From an optimization exercise on the open Yosys and OpenROAD flow, aimed at small area, a short achievable clock period and few clock cycles per item; shortcuts taken in it are not production practice.
Only the layout flow was run in this run; the RTL was not checked for function there.

### config.mk
export PLATFORM = sky130hd
export DESIGN_NAME = blob_slot_tracker
export DESIGN_NICKNAME = blob_slot_tracker
export VERILOG_FILES = /design/flow/design.v
export SDC_FILE = /design/flow/constraint.sdc
export NUM_CORES = 4
export LEC_CHECK = 0
export CAP_MARGIN = 20
export CORE_MARGIN = 2
export CORE_UTILIZATION = 40
export SLEW_MARGIN = 20
### constraint.sdc
create_clock -name core_clock -period 13.0 [get_ports {clk}]
set_input_delay 2.6000 -clock core_clock [delete_from_list [all_inputs] [get_ports {clk}]]
set_output_delay 2.6000 -clock core_clock [all_outputs]
set_load 0.01 [all_outputs]
### design.v
package bst_pkg;
  localparam int MAX_SLOTS   = 16;
  localparam int COORD_W     = 12;
  localparam int SLOT_W      = (MAX_SLOTS > 1) ? $clog2(MAX_SLOTS) : 1;
  localparam int CNT_W       = $clog2(MAX_SLOTS + 1);
  localparam int CFG_SLOTS_W = 5;
  localparam int N_W         = (CNT_W > CFG_SLOTS_W) ? CNT_W : CFG_SLOTS_W;
  localparam int RADIUS_W    = 8;
  localparam int CAP_W       = 6;
  localparam int ENERGY_W    = 8;
  localparam int IDX_OUT_W   = 4;
  localparam int STATUS_W    = 2;
  localparam int CFG_IDX_W   = 2;
  localparam int CFG_DATA_W  = 8;
  localparam int R2_W        = 2 * RADIUS_W;
  localparam int D2_W        = 2 * COORD_W + 1;
  localparam logic [STATUS_W-1:0] ST_TICK  = 2'd0;
  localparam logic [STATUS_W-1:0] ST_MATCH = 2'd1;
  localparam logic [STATUS_W-1:0] ST_CLAIM = 2'd2;
  localparam logic [STATUS_W-1:0] ST_DROP  = 2'd3;
  localparam logic [CFG_IDX_W-1:0] REG_SLOTS  = 2'd0;
  localparam logic [CFG_IDX_W-1:0] REG_RADIUS = 2'd1;
  localparam logic [CFG_IDX_W-1:0] REG_CAP    = 2'd2;
  localparam logic [CFG_SLOTS_W-1:0] RST_SLOTS  = 5'd16;
  localparam logic [RADIUS_W-1:0]    RST_RADIUS = 8'd5;
  localparam logic [CAP_W-1:0]       RST_CAP    = 6'd20;
  localparam logic signed [ENERGY_W-1:0] ENERGY_GAIN  = 8'sd2;
  localparam logic signed [ENERGY_W-1:0] ENERGY_DECAY = 8'sd1;
  typedef struct packed {
    logic start;
    logic tick_step;
    logic det_step;
    logic claim;
    logic load_out;
  } bst_cmd_t;
  typedef struct packed {
    logic empty;
    logic last;
    logic hit;
    logic out_free;
  } bst_stat_t;
endpackage
import bst_pkg::*;
module blob_slot_tracker (
  input  logic                       clk,
  input  logic                       rst,
  input  logic                       req_valid,
  output logic                       req_ready,
  input  logic                       req_type,
  input  logic [COORD_W-1:0]         req_det_x,
  input  logic [COORD_W-1:0]         req_det_y,
  output logic                       rsp_valid,
  input  logic                       rsp_ready,
  output logic [STATUS_W-1:0]        rsp_status,
  output logic [IDX_OUT_W-1:0]       rsp_slot_index,
  output logic signed [ENERGY_W-1:0] rsp_slot_energy,
  input  logic                       cfg_valid,
  output logic                       cfg_ready,
  input  logic [CFG_IDX_W-1:0]       cfg_index,
  input  logic [CFG_DATA_W-1:0]      cfg_data
);
  localparam int S = MAX_SLOTS;
  assign cfg_ready = 1'b1;
  logic [CFG_SLOTS_W-1:0] slots_in_use;
  logic [RADIUS_W-1:0]    radius;
  logic [CAP_W-1:0]       cap;
  logic [R2_W-1:0]        r2;
  always_ff @(posedge clk) begin
    if (rst) begin
      slots_in_use <= RST_SLOTS;
      radius       <= RST_RADIUS;
      cap          <= RST_CAP;
    end else if (cfg_valid) begin
      unique case (cfg_index)
        REG_SLOTS:  slots_in_use <= cfg_data[CFG_SLOTS_W-1:0];
        REG_RADIUS: radius       <= cfg_data[RADIUS_W-1:0];
        REG_CAP:    cap          <= cfg_data[CAP_W-1:0];
        default: begin
        end
      endcase
    end
  end
  always_ff @(posedge clk) begin
    r2 <= R2_W'(radius) * R2_W'(radius);
  end
  logic [S-1:0] slot_en;
  always_comb begin
    for (int j = 0; j < S; j++) slot_en[j] = (N_W'(slots_in_use) > N_W'(j));
  end
  logic                        rnz;
  logic [RADIUS_W-1:0]         rm1;
  logic signed [ENERGY_W-1:0]  cap_s;
  logic signed [ENERGY_W-1:0]  claim_e;
  assign rnz     = |radius;
  assign rm1     = radius - RADIUS_W'(1);
  assign cap_s   = $signed({{(ENERGY_W-CAP_W){1'b0}}, cap});
  assign claim_e = (|cap) ? ENERGY_GAIN : '0;
  logic [S-1:0]                     act;
  logic [S-1:0][COORD_W-1:0]        sx;
  logic [S-1:0][COORD_W-1:0]        sy;
  logic [S-1:0][ENERGY_W-1:0]       se;
  function automatic logic [2*COORD_W-1:0] window(input logic [COORD_W-1:0] c,
                                                  input logic [RADIUS_W-1:0] rr);
    logic [COORD_W:0] lo, hi;
    lo = {1'b0, c} - {{(COORD_W-RADIUS_W+1){1'b0}}, rr};
    hi = {1'b0, c} + {{(COORD_W-RADIUS_W+1){1'b0}}, rr};
    window[2*COORD_W-1:COORD_W] = lo[COORD_W] ? '0 : lo[COORD_W-1:0];
    window[COORD_W-1:0]         = hi[COORD_W] ? '1 : hi[COORD_W-1:0];
  endfunction
  function automatic logic [COORD_W-1:0] absdiff(input logic [COORD_W-1:0] a,
                                                 input logic [COORD_W-1:0] b);
    logic [COORD_W:0] d;
    d = {1'b0, a} - {1'b0, b};
    absdiff = d[COORD_W] ? COORD_W'(-d) : d[COORD_W-1:0];
  endfunction
  function automatic logic [7:0] absdiff8(input logic [8:0] a, input logic [8:0] b);
    logic [8:0] d;
    d = a - b;
    absdiff8 = d[8] ? 8'(-d) : d[7:0];
  endfunction
  function automatic logic [S-1:0] lowest(input logic [S-1:0] m);
    lowest = m & (~m + S'(1));
  endfunction
  function automatic logic [SLOT_W-1:0] enc(input logic [S-1:0] oh);
    enc = '0;
    for (int j = 0; j < S; j++) if (oh[j]) enc = enc | SLOT_W'(j);
  endfunction
  logic               p1_v, p1_t;
  logic [COORD_W-1:0] p1_x, p1_y;
  logic               p2_v, p2_t;
  logic [COORD_W-1:0] p2_x, p2_y;
  logic [S-1:0]       p2_m;
  logic               p3_v, p3_t, p3_rp;
  logic [COORD_W-1:0] p3_x, p3_y;
  logic [S-1:0]       p3_m;       
  logic [S-1:0]       p3_c;       
  logic               p3_multi;   
  logic [7:0]         p3_ax, p3_ay;
  logic               p3_fb;      
  logic [7:0]         p3_fx, p3_fy;
  logic [S-1:0]       last_upd;   
  logic               osk_v;
  logic [STATUS_W-1:0]  osk_st;
  logic [IDX_OUT_W-1:0] osk_idx;
  logic [ENERGY_W-1:0]  osk_en;
  logic adv2, adv1;
  assign adv2      = !p3_v || (!p3_rp && !p3_multi && !osk_v);
  assign adv1      = !p2_v || adv2;
  assign req_ready = !p1_v || adv1;
  logic [2*COORD_W-1:0] wx1, wy1;
  logic [S-1:0]         box1;
  logic                 box13;    
  assign wx1 = window(p1_x, rm1);
  assign wy1 = window(p1_y, rm1);
  function automatic logic inwin(input logic [2*COORD_W-1:0] w, input logic [COORD_W-1:0] c);
    inwin = (c >= w[2*COORD_W-1:COORD_W]) && (c <= w[COORD_W-1:0]);
  endfunction
  always_comb begin
    for (int j = 0; j < S; j++)
      box1[j] = p1_t && rnz && act[j] && inwin(wx1, sx[j]) && inwin(wy1, sy[j]);
  end
  assign box13 = p1_t && rnz && inwin(wx1, p3_x) && inwin(wy1, p3_y);
  logic [S-1:0]       pk_m, pk_c;
  logic [8:0]         pk_x, pk_y, pk_cx, pk_cy;
  logic [7:0]         pk_ax, pk_ay;
  logic               pk_multi;
  assign pk_m  = p3_rp ? p3_m : p2_m;
  assign pk_x  = p3_rp ? p3_x[8:0] : p2_x[8:0];
  assign pk_y  = p3_rp ? p3_y[8:0] : p2_y[8:0];
  assign pk_c  = lowest(pk_m);
  assign pk_multi = |(pk_m & ~pk_c);
  always_comb begin
    pk_cx = '0;
    pk_cy = '0;
    for (int j = 0; j < S; j++) begin
      pk_cx = pk_cx | ({9{pk_c[j]}} & sx[j][8:0]);
      pk_cy = pk_cy | ({9{pk_c[j]}} & sy[j][8:0]);
    end
  end
  assign pk_ax = absdiff8(pk_x, pk_cx);
  assign pk_ay = absdiff8(pk_y, pk_cy);
  logic [COORD_W-1:0] fdx, fdy;
  logic               fb2;
  assign fdx = absdiff(p2_x, p3_x);
  assign fdy = absdiff(p2_y, p3_y);
  assign fb2 = p2_t && (fdx < COORD_W'(radius)) && (fdy < COORD_W'(radius));
  logic [R2_W:0] dc2, df2;
  logic          exc, exf;
  function automatic logic [R2_W:0] sumsq(input logic [7:0] a, input logic [7:0] b);
    logic [R2_W:0] aw, bw;
    aw = {{(R2_W-7){1'b0}}, a};
    bw = {{(R2_W-7){1'b0}}, b};
    sumsq = aw * aw + bw * bw;
  endfunction
  assign dc2 = sumsq(p3_ax, p3_ay);
  assign df2 = sumsq(p3_fx, p3_fy);
  assign exc = dc2 < (R2_W+1)'(r2);
  assign exf = p3_fb && (df2 < (R2_W+1)'(r2));
  logic [S-1:0] s_oh, below_c, below_s, rem, free_oh;
  logic         sv, hs, cs, cv, act_c, hc, s_below_c, rem_below_s, rem_any;
  logic         sel_s, sel_c, nomatch, has_free, replay, base, complete, tick_done;
  logic signed [ENERGY_W-1:0] e_c, e_s, he_c, he_s, new_e;
  assign s_oh = last_upd;
  assign sv   = |last_upd;
  assign cv   = |p3_c;
  always_comb begin
    for (int j = 0; j < S; j++) begin
      below_c[j] = !cv;
      below_s[j] = 1'b0;
      for (int k = j + 1; k < S; k++) begin
        below_c[j] = below_c[j] | p3_c[k];
        below_s[j] = below_s[j] | s_oh[k];
      end
    end
    e_c = '0;
    e_s = '0;
    for (int j = 0; j < S; j++) begin
      e_c = e_c | ({ENERGY_W{p3_c[j]}} & se[j]);
      e_s = e_s | ({ENERGY_W{s_oh[j]}} & se[j]);
    end
  end
  assign hs          = sv && exf;
  assign cs          = |(p3_c & s_oh);
  assign act_c       = |(p3_c & act);
  assign hc          = cv && !cs && act_c && exc;
  assign s_below_c   = |(s_oh & below_c);
  assign rem         = p3_m & ~p3_c & ~s_oh & act;
  assign rem_any     = |rem;
  assign rem_below_s = |(rem & below_s);
  assign sel_s    = hs && (s_below_c || cs || (!hc && !rem_below_s));
  assign sel_c    = hc && !(hs && (s_below_c || cs));
  assign nomatch  = !sel_s && !sel_c && !rem_any;
  assign replay   = !sel_s && !sel_c && rem_any;
  assign free_oh  = lowest(~act & slot_en);
  assign has_free = |(~act & slot_en);
  assign base      = p3_v && !p3_rp && !osk_v;
  assign complete  = base && !(p3_t && replay);
  assign tick_done = base && !p3_t;
  assign he_c  = (e_c < cap_s) ? e_c + ENERGY_GAIN : e_c;
  assign he_s  = (e_s < cap_s) ? e_s + ENERGY_GAIN : e_s;
  assign new_e = sel_s ? he_s : (sel_c ? he_c : claim_e);
  logic [S-1:0] upd;
  assign upd = (base && p3_t) ? (({S{sel_s}} & s_oh) | ({S{sel_c}} & p3_c) |
                                 ({S{nomatch}} & free_oh)) : '0;
  logic [S-1:0] kill;
  always_comb begin
    for (int j = 0; j < S; j++) kill[j] = tick_done && act[j] && se[j][ENERGY_W-1];
  end
  logic [STATUS_W-1:0]  r_st;
  logic [IDX_OUT_W-1:0] r_idx;
  logic [ENERGY_W-1:0]  r_en;
  always_comb begin
    if (!p3_t) begin
      r_st = ST_TICK;  r_idx = '0;                      r_en = '0;
    end else if (sel_s) begin
      r_st = ST_MATCH; r_idx = IDX_OUT_W'(enc(s_oh));   r_en = he_s;
    end else if (sel_c) begin
      r_st = ST_MATCH; r_idx = IDX_OUT_W'(enc(p3_c));   r_en = he_c;
    end else if (has_free) begin
      r_st = ST_CLAIM; r_idx = IDX_OUT_W'(enc(free_oh)); r_en = claim_e;
    end else begin
      r_st = ST_DROP;  r_idx = '0;                      r_en = '0;
    end
  end
  always_ff @(posedge clk) begin
    if (rst) begin
      p1_v <= 1'b0;
      p2_v <= 1'b0;
      p3_v <= 1'b0;
      p3_rp <= 1'b0;
      last_upd <= '0;
    end else begin
      if (req_ready) p1_v <= req_valid;
      if (adv1) p2_v <= p1_v;
      if (adv2) begin
        p3_v  <= p2_v;
        p3_rp <= 1'b0;
      end else if (p3_rp) begin
        p3_rp <= 1'b0;
      end else if (complete) begin
        p3_v <= 1'b0;
      end else if (base) begin
        p3_rp <= 1'b1;
      end
      if (adv2) last_upd <= upd;
      else if (p3_rp || complete) last_upd <= '0;
    end
  end
  always_ff @(posedge clk) begin
    if (req_ready) begin
      p1_t <= req_type;
      p1_x <= req_det_x;
      p1_y <= req_det_y;
    end
    if (adv1) begin
      p2_t <= p1_t;
      p2_x <= p1_x;
      p2_y <= p1_y;
      for (int j = 0; j < S; j++) p2_m[j] <= upd[j] ? box13 : (box1[j] && !kill[j]);
    end else begin
      for (int j = 0; j < S; j++) p2_m[j] <= upd[j] ? fb2 : (p2_m[j] && !kill[j]);
    end
    if (adv2) begin
      p3_t  <= p2_t;
      p3_x  <= p2_x;
      p3_y  <= p2_y;
      p3_fb <= fb2;
      p3_fx <= fdx[7:0];
      p3_fy <= fdy[7:0];
    end
    if (adv2 || p3_rp) begin
      p3_m     <= pk_m;
      p3_c     <= pk_c;
      p3_multi <= pk_multi;
      p3_ax    <= pk_ax;
      p3_ay    <= pk_ay;
    end else if (base && p3_t && replay) begin
      p3_m <= rem | (hs ? s_oh : '0);
    end
  end
  always_ff @(posedge clk) begin
    if (rst) begin
      act <= '0;
    end else begin
      for (int j = 0; j < S; j++) begin
        if (kill[j]) act[j] <= 1'b0;
        if (upd[j])  act[j] <= 1'b1;
      end
      if (cfg_valid && cfg_index == REG_SLOTS) act <= '0;
    end
  end
  always_ff @(posedge clk) begin
    for (int j = 0; j < S; j++) begin
      if (tick_done && act[j]) se[j] <= se[j][ENERGY_W-1] ? '0 : se[j] - ENERGY_W'(1);
      if (upd[j]) begin
        sx[j] <= p3_x;
        sy[j] <= p3_y;
        se[j] <= new_e;
      end
    end
  end
  always_ff @(posedge clk) begin
    if (rst) begin
      rsp_valid <= 1'b0;
      osk_v     <= 1'b0;
    end else if (osk_v) begin
      if (rsp_ready) begin
        rsp_status      <= osk_st;
        rsp_slot_index  <= osk_idx;
        rsp_slot_energy <= osk_en;
        osk_v           <= 1'b0;
      end
    end else if (complete) begin
      if (!rsp_valid || rsp_ready) begin
        rsp_valid       <= 1'b1;
        rsp_status      <= r_st;
        rsp_slot_index  <= r_idx;
        rsp_slot_energy <= r_en;
      end else begin
        osk_v   <= 1'b1;
        osk_st  <= r_st;
        osk_idx <= r_idx;
        osk_en  <= r_en;
      end
    end else if (rsp_ready) begin
      rsp_valid <= 1'b0;
    end
  end
endmodule
### run.sh
#!/bin/bash
# synth_recipe.tcl (not shown) runs the flow's synth.tcl, then flattens the netlist and writes it again
# the make line also repeats each setting of config.mk as NAME=value (left out here)
make -C /OpenROAD-flow-scripts/flow DESIGN_CONFIG=/design/flow/config.mk WORK_HOME=/design/flow/orfs CLKGATE_MAP_FILE= SYNTH_SCRIPT=/design/flow/synth_recipe.tcl finish
==> results.txt <==
[through the flow]
step	area, sq um	utilization, %	setup slack (ns)	instances	hold WS, ns
detailed placement	68700	42.8	2.78	8401	0.462
finish	72000	44.8	2.23	8581	0.474
floorplan	64700	-	2.70	6201	0.354
global placement	68700	42.8	2.88	8400	0.440
CTS	71900	44.8	2.73	8576	0.476
global route	72000	44.8	1.58	8579	0.489
[sequential cells by signal, summed over array words and instances (netlist names), 12 cells and up]
name      cells
last_upd     16
sx          192
p3_y         12
p2_m         16
p3_m         16
r2           15
p2_y         12
se          128
p2_x         12
p1_x         12
p3_c         16
p3_x         12
sy          192
act          16
p1_y         12
[layout by cell type, fill, tap and decap left out, types with 25 or more instances in the layout]
cell type	synthesis	layout
sky130_fd_sc_hd__a2111oi_0	37	36
sky130_fd_sc_hd__a211oi_1	63	63
sky130_fd_sc_hd__a21o_1	220	219
sky130_fd_sc_hd__a21oi_1	314	309
sky130_fd_sc_hd__a221oi_1	132	132
sky130_fd_sc_hd__a22o_1	67	67
sky130_fd_sc_hd__a22oi_1	69	69
sky130_fd_sc_hd__a31oi_1	35	35
sky130_fd_sc_hd__and2_1	78	78
sky130_fd_sc_hd__and3_1	30	30
sky130_fd_sc_hd__buf_4	12	168
sky130_fd_sc_hd__clkbuf_16	0	97
sky130_fd_sc_hd__clkdlybuf4s50_1	0	55
sky130_fd_sc_hd__dfxtp_1	88	87
sky130_fd_sc_hd__edfxtp_1	681	681
sky130_fd_sc_hd__fa_1	185	185
sky130_fd_sc_hd__ha_1	1112	1112
sky130_fd_sc_hd__inv_1	437	435
sky130_fd_sc_hd__mux2_2	77	77
sky130_fd_sc_hd__mux2i_1	90	80
sky130_fd_sc_hd__nand2_1	358	355
sky130_fd_sc_hd__nand2b_1	130	129
sky130_fd_sc_hd__nand3_1	65	65
sky130_fd_sc_hd__nand4_1	147	147
sky130_fd_sc_hd__nor2_1	367	360
sky130_fd_sc_hd__nor2b_1	81	81
sky130_fd_sc_hd__nor3_1	133	127
sky130_fd_sc_hd__nor4_1	52	51
sky130_fd_sc_hd__o211ai_1	46	46
sky130_fd_sc_hd__o21a_1	67	67
sky130_fd_sc_hd__o21ai_0	268	265
sky130_fd_sc_hd__o22ai_1	32	29
sky130_fd_sc_hd__or2_2	25	25
sky130_fd_sc_hd__or3_1	25	25
sky130_fd_sc_hd__xnor2_1	171	171
sky130_fd_sc_hd__xor2_1	39	39
[final timing paths]
path	start	to	slack [ns]	cells past startpoint
setup / recovery	p3_ay[2]	sx[139]	2.23	28
hold / removal	p2_x[10]	p3_x[10]	0.47	0
setup reg to reg	p3_ay[2]	sx[139]	2.23	28
hold reg to reg	p2_x[10]	p3_x[10]	0.47	0
[routing by layer]
layer  vias up  global-route usage [%]  wire length, um
met5         -                       0               31
met2      2430                    43.8           103000
met1     25600                    36.8            96600
met4         4                    12.2            11800
li1      23800                       -                -
met3       626                    5.64            20300
[cell type report]
class	count	area share, %
Antenna cell	2	0.00695
Clock buffer	122	3.59
Clock inverter	53	0.862
Inverter	442	2.30
Multi-Input combinational cell	4807	56.1
Sequential cell	769	30.9
Tap cell	2160	3.75
Timing Repair Buffer	226	2.58
[worst max-delay path, delay by kind of cell (launching register included)]
| kind | cells | cell delay, ns |
|---|---|---|
| AO/OA/AOI/OAI | 9 | 2.73 |
| flip-flops | 1 | 0.59 |
| adder cells (fa/ha/maj) | 8 | 3.83 |
| AND/OR/NAND/NOR | 6 | 1.55 |
| buffers and inverters | 4 | 1.28 |
| XOR/XNOR | 1 | 0.15 |
[kinds of logic after synthesis]
group	share of synthesized area, %
compound gates	16.4
xor+xnor	2.84
fa+ha+maj	27.2
buf+inv	3.83
flops	34.3
mux	2.73
other cells	0.00580
simple gates	12.6
[Yosys cell counts (81+ instances only)]
cell,count
sky130_fd_sc_hd__ha_1,1112
sky130_fd_sc_hd__edfxtp_1,681
sky130_fd_sc_hd__inv_1,437
sky130_fd_sc_hd__nor2_1,367
sky130_fd_sc_hd__nand2_1,358
sky130_fd_sc_hd__a21oi_1,314
sky130_fd_sc_hd__o21ai_0,268
sky130_fd_sc_hd__a21o_1,220
sky130_fd_sc_hd__fa_1,185
sky130_fd_sc_hd__xnor2_1,171
sky130_fd_sc_hd__nand4_1,147
sky130_fd_sc_hd__clkbuf_1,144
sky130_fd_sc_hd__nor3_1,133
sky130_fd_sc_hd__a221oi_1,132
sky130_fd_sc_hd__nand2b_1,130
sky130_fd_sc_hd__mux2i_1,90
sky130_fd_sc_hd__dfxtp_1,88
sky130_fd_sc_hd__nor2b_1,81
==> results.json <==
{
  "post-route-period-util_pct": 82.8,
  "cts-buffers-inserted": 95,
  "h_tree_depth": 3,
  "max_clock_freq_mhz": 92.9,
  "io_buffers": 55,
  "synth_sequential_area_ratio_pct": 34.3,
  "first_global_vias": 51200,
  "cts-hold-fix-buffers": 0,
  "drc": 0,
  "post_drt_wl_per_cell_um": 27.0,
  "layout.filler_cells": 14900,
  "grt_util_all_layers_pct": 27.8,
  "crit_type": "reg -> reg",
  "hold_violations": 0,
  "tritoncts": "done",
  "clk_sinks": 769,
  "synthCells": 6201,
  "max_stage_delay_ns": 1.10,
  "setup_viol": 0,
  "num_io_pins": 57,
  "initial_utilization_pct": 40.3,
  "drive_above_1_share_pct": 8.10,
  "grt_antenna_before_repair": 7,
  "timing.setup.tns_ns": 0,
  "clk_root_buffer_cell": "sky130_fd_sc_hd__clkbuf_16",
  "hold_class": "reg -> reg",
  "grt_first_pass_wirelength_um": 341000,
  "ctsResizeCount": 0,
  "timing.max_slew.rel_slack_pct": 19.3,
  "max_cap_viol_count": 0,
  "max_slew.worst_pin.slew_ns": 1.19,
  "multi_input_comb_area_sq_um": 40400,
  "ys_seq_elements": 769,
  "mappedNetlistArea_sq_um": 64700,
  "critPathRequiredTime_ns": 13.13,
  "hpwl_um": 171000,
  "min_period_ns": 10.77,
  "fp.dieArea_sq_um": 165000,
  "outcome": "no timing/DRC/antenna violations",
  "ctsLongestPathBuffers": 3,
  "final_nets": 7678,
  "ys_types": 106,
  "post_cts_setup_buffers": 0,
  "regArea_sq_um": 22200,
  "critPathSlowestCell": "sky130_fd_sc_hd__clkinv_1",
  "final_antenna_net_count": 0,
  "synth_enable_flop_cells": 681,
  "synthArstFlopShare_pct": 0,
  "synth.largest_area_cell": "sky130_fd_sc_hd__edfxtp_1",
  "clock_edge_transition_at_the_registers_on_the_reported_setup_and_hold_paths_ns": 0.07,
  "syn_nets": 7538,
  "post-synth-top-area-fraction_pct": 31.6,
  "postSynthAreaPerCell_sq_um": 10.4,
  "gp_congestion": 0.976,
  "first_pass_iters": 7,
  "critical-path-top-cell-by-count": "sky130_fd_sc_hd__fa_1",
  "route.detailed.vias_per_inst": 6.11,
  "grt_setup_unrepaired": "false",
  "core_sq_um": 161000,
  "die_h_um": 406,
  "timing_max_transition_violations_final": 0,
  "drt_iter0_drc": 5839,
  "critPathLaunchType": "register",
  "cp-end-kind": "register",
  "grt_max_degree": 48,
  "crit_path_max_fanout": 24,
  "ys_top_cells_by_area": "sky130_fd_sc_hd__edfxtp_1 32%, sky130_fd_sc_hd__ha_1 22%, sky130_fd_sc_hd__fa_1 5.7%",
  "route.final.wire_length_um": 231000,
  "timing.critical_path.arrival_ns": 10.89,
  "clock_insertion_delay_worst_skew_ns": 0.73,
  "die_x_um": 406,
  "rows": 147,
  "area_growth_syn_to_layout_pct": 11.3,
  "fin_worst_skew_ns": 0.0327,
  "grt-ovfl-total": 0,
  "route.vias.total": 52400,
  "synth-warning-count": 1,
  "yosys_most_used_dff": "sky130_fd_sc_hd__edfxtp_1"
}

-- port drivers added, routing unchanged --
How much do the figures lean on ideal ports? The routed layout below was timed once more, with nothing changed but the port constraints. Step 1, drivers: a clkbuf_16 drives clk and a buf_2 each remaining input, both assumed. Step 2 moves the port delays by t, midway between the first and last clock arrival at a register: inputs arrive t later, outputs are due t later. That takes back most of the time a late clock gives input paths. Slacks: no drivers / after step 1 / after step 2; pairs: no drivers / after step 1.
t, ns: 0.794
setup slack, ns: 2.233 / 2.233 / 2.233
hold slack, ns: 0.474 / 0.474 / 0.474
clock arrival spread, ns: 0.034 / 0.033
After both steps this run still meets setup and hold. For this run, drivers alone change the setup slack by 0.000 ns; drivers and shift together by 0.000 ns.
